What follows belongs to an exercise in optimizing a design on an open flow for small area, a short achievable clock period and few clock cycles; a production flow would make more cautious choices.

== the previous run ==
// magnetometer_frame_heading
module magnetometer_frame_heading (
	input  logic                                 clk,
	input  logic                                 arst_n,
	input  logic                                 in_valid,
	output logic                                 in_stall,
	input  logic                                 command,
	input  logic [7:0]                           rx_byte,
	output logic                                 out_valid,
	input  logic                                 out_stall,
	output logic                                 send_request,
	output logic                                 frame_done,
	output logic                                 frame_ok,
	output logic [mfh_pkg::DEG_W-1:0]            heading_deg,
	output logic [mfh_pkg::DEG_W-1:0]            tilt_xz_deg,
	output logic [mfh_pkg::DEG_W-1:0]            tilt_yz_deg,
	output logic signed [mfh_pkg::VAL_W-1:0]     field_x,
	output logic signed [mfh_pkg::VAL_W-1:0]     field_y,
	output logic signed [mfh_pkg::VAL_W-1:0]     field_z,
	input  logic                                 cfg_we,
	input  logic [0:0]                           cfg_index,
	input  logic [mfh_pkg::CFG_W-1:0]            cfg_data
);
	localparam int XW  = mfh_pkg::XW;
	localparam int YAW = mfh_pkg::YAW;
	localparam int YBW = mfh_pkg::YBW;
	localparam int SW  = mfh_pkg::SW;
	localparam int VW  = mfh_pkg::VAL_W;
	localparam int DW  = mfh_pkg::DEG_W;
	logic [15:0]          timeout_q;
	logic                 link_q;
	logic                 in_stall_q;
	logic [4:0]           pos_q;
	logic                 win_x_q, win_z_q, win_y_q, first_q;
	logic                 start_q;
	logic [15:0]          silence_q;
	logic                 armed_q;
	logic [1:0]           ph_q;
	logic                 mn_q;
	logic signed [VW-1:0] vx_q, vz_q, vy_q;
	logic [1:0]           ld_q;       
	logic                 jc_q;       
	logic                 ld_hd_q, ld_yz_q;   
	logic                 a_v_q, a_spec_q, a_ex_q;
	logic [1:0]           a_t_q;
	logic [2:0]           a_code_q, a_j_q;
	logic [XW-1:0]        a_x_q;
	logic signed [YAW-1:0] a_y_q;
	logic signed [SW-1:0] a_s_q;
	logic                 b_v_q, b_spec_q, b_ex_q;
	logic [1:0]           b_t_q;
	logic [2:0]           b_code_q, b_j_q;
	logic [XW-1:0]        b_x_q;
	logic signed [YBW-1:0] b_y_q;
  ...
Size in the first run: about 3,900 cells after synthesis, roughly 390 flip-flops, ~120 I/O pins, ~0.035 sq mm of cells after synthesis.
export LEC_CHECK = 0
export CAP_MARGIN = 20
export CORE_MARGIN = 2
export CORE_UTILIZATION = 40
export SETUP_SLACK_MARGIN = 3.0
export SLEW_MARGIN = 20
create_clock -name core_clock -period 7.5 [get_ports {clk}]
run.sh (not shown) runs the stock make flow with config.mk's settings and CLKGATE_MAP_FILE= SYNTH_SCRIPT=/design/flow/synth_recipe.tcl, a recipe that flattens the netlist after the stock synthesis.
The following lists how the current run was set up differently from the previous run:
--- a/flow/design.v
+++ b/flow/design.v
@@ -260,50 +260,59 @@
 		.s   (a_s_q),
 		.x_n (a_x_n),
 		.y_n (a_y_n),
 		.s_n (a_s_n)
 	);
 	logic [XW-1:0]         b_x_n;
 	logic signed [YBW-1:0] b_y_n;
 	logic signed [SW-1:0]  b_s_n;
-	logic signed [9:0]     k_off, v_deg;
+	logic signed [10:0]    k_off, k_p, k_m, s_inv, sh11;
+	logic [11:0]           v_sum, p_sum, m_sum;
 	logic signed [7:0]     s_hi;
-	logic                  s_frac;
+	logic                  s_frac, c_in;
 	logic [DW-1:0]         deg;
 	mfh_cordic_step #(.YW(YBW), .SH0(9)) u_step_b (
 		.j   (b_j_q),
 		.x   (b_x_q),
 		.y   (b_y_q),
 		.s   (b_s_q),
 		.x_n (b_x_n),
 		.y_n (b_y_n),
 		.s_n (b_s_n)
 	);
 	always_comb begin
+		logic signed [10:0] kb;
 		case (b_code_q)
-			3'd0:    k_off = 10'sd0;
-			3'd1:    k_off = -10'sd45;
-			3'd2:    k_off = -10'sd90;
-			3'd3:    k_off = -10'sd135;
-			3'd4:    k_off = -10'sd180;
-			3'd5:    k_off = -10'sd225;
-			3'd6:    k_off = -10'sd270;
-			default: k_off = -10'sd315;
+			3'd0:    kb = 11'sd0;
+			3'd1:    kb = -11'sd45;
+			3'd2:    kb = -11'sd90;
+			3'd3:    kb = -11'sd135;
+			3'd4:    kb = -11'sd180;
+			3'd5:    kb = -11'sd225;
+			3'd6:    kb = -11'sd270;
+			default: kb = -11'sd315;
 		endcase
-		k_off  = k_off + ((b_t_q == mfh_pkg::RUN_HEADING) ? 10'sd270 : 10'sd180);
+		k_off  = kb + ((b_t_q == mfh_pkg::RUN_HEADING) ? 11'sd270 : 11'sd180);
+		k_p    = k_off + 11'sd360;
+		k_m    = k_off - 11'sd360;
 		s_hi   = b_s_q[SW-1:16];
 		s_frac = |b_s_q[15:0];
-		v_deg  = b_ex_q ? k_off : k_off - 10'(s_hi) - 10'(s_frac);
-		if (v_deg < 0) begin
-			deg = DW'(v_deg + 10'sd360);
-		end else if (v_deg >= 10'sd360) begin
-			deg = DW'(v_deg - 10'sd360);
+		sh11   = s_hi;
+		s_inv  = b_ex_q ? 11'h7FF : ~sh11;
+		c_in   = b_ex_q || !s_frac;
+		v_sum  = {k_off, 1'b1} + {s_inv, c_in};
+		p_sum  = {k_p, 1'b1} + {s_inv, c_in};
+		m_sum  = {k_m, 1'b1} + {s_inv, c_in};
+		if (v_sum[11]) begin
+			deg = p_sum[DW:1];
+		end else if (!m_sum[11]) begin
+			deg = m_sum[DW:1];
 		end else begin
-			deg = DW'(v_deg);
+			deg = v_sum[DW:1];
 		end
 	end
 	logic [4:0]  pos_d;
 	logic [1:0]  ld_d, ld_inc;
 	logic        jc_d, o_fill_d, o_valid_d, maybe_fire, stall_d;
 	always_comb begin
 		pos_d = pos_q;
 		if (acc_byte) begin
@@ -456,20 +465,20 @@
 			b_y_q    <= a_y_n[YBW-1:0];
 			b_s_q    <= a_s_n;
 		end else begin
 			if (close_now) begin
 				b_spec_q <= 1'b0;
 			end
 			if (b_v_q && b_j_q != 3'd7) begin
 				b_j_q <= b_j_q + 3'd1;
-				b_x_q <= b_x_n;
-				b_y_q <= b_y_n;
 				b_s_q <= b_s_n;
 			end
+			b_x_q <= b_x_n;
+			b_y_q <= b_y_n;
 		end
 		if (close_now) begin
 			o_send_q <= link_q;
 			o_done_q <= 1'b1;
 			o_ok_q   <= start_q;
 			o_head_q <= '0;
 			o_xz_q   <= '0;
 			o_yz_q   <= '0;
### Flow results
The previous run ended up with o_xz_q[6]$_SDFFE_PP0P_ as its capture point of the critical path; the current run ended up with a_x_q[28]$_DFFE_PP_. Across both runs, maximum number of pins on one net before global-route repair was higher for the current run than for the previous run. Lower worst setup slack goes to the previous run over the current run. Against the previous run as the reference, the current run delivers a lower share of the clock period used by the worst path after layout. On post-layout instance area, the current run and the previous run are basically level. Fmax: the current run above the previous run. On initial core utilization, the current run and the previous run are neck and neck.
No run of this note included a check of the RTL's function; only the layout flow was run.

## port drivers added, routing unchanged
The results above use ideal ports. As a check the final layouts listed here were re-extracted and re-timed, cells and wires unchanged. Step 1 (the two cells are an assumption about what drives the block):
set clk [get_ports {clk}]
set_driving_cell -lib_cell sky130_fd_sc_hd__clkbuf_16 $clk
set_driving_cell -lib_cell sky130_fd_sc_hd__buf_2 [delete_from_list [all_inputs] $clk]
Step 2 times the ports against the registers' clock, not the clock port: input delays grow and output delays shrink by t, the midpoint of the rising clock arrivals with the driver on. Slacks: ideal / step 1 / step 2; pairs: ideal / step 1.
run | t (ns) | slack for setup (ns) | worst setup path at the end | worst slew at a driven data input, ns
the previous run | 0.684 | 3.063 / 3.063 / 2.632 | input to register | 0.07
the current run | 0.659 | 3.120 / 3.120 / 2.654 | input to register | 0.08
After both steps setup and hold are still met in every run listed. For the current run, which loses most, drivers alone change the setup slack by 0.000 ns; drivers and shift together by -0.466 ns.
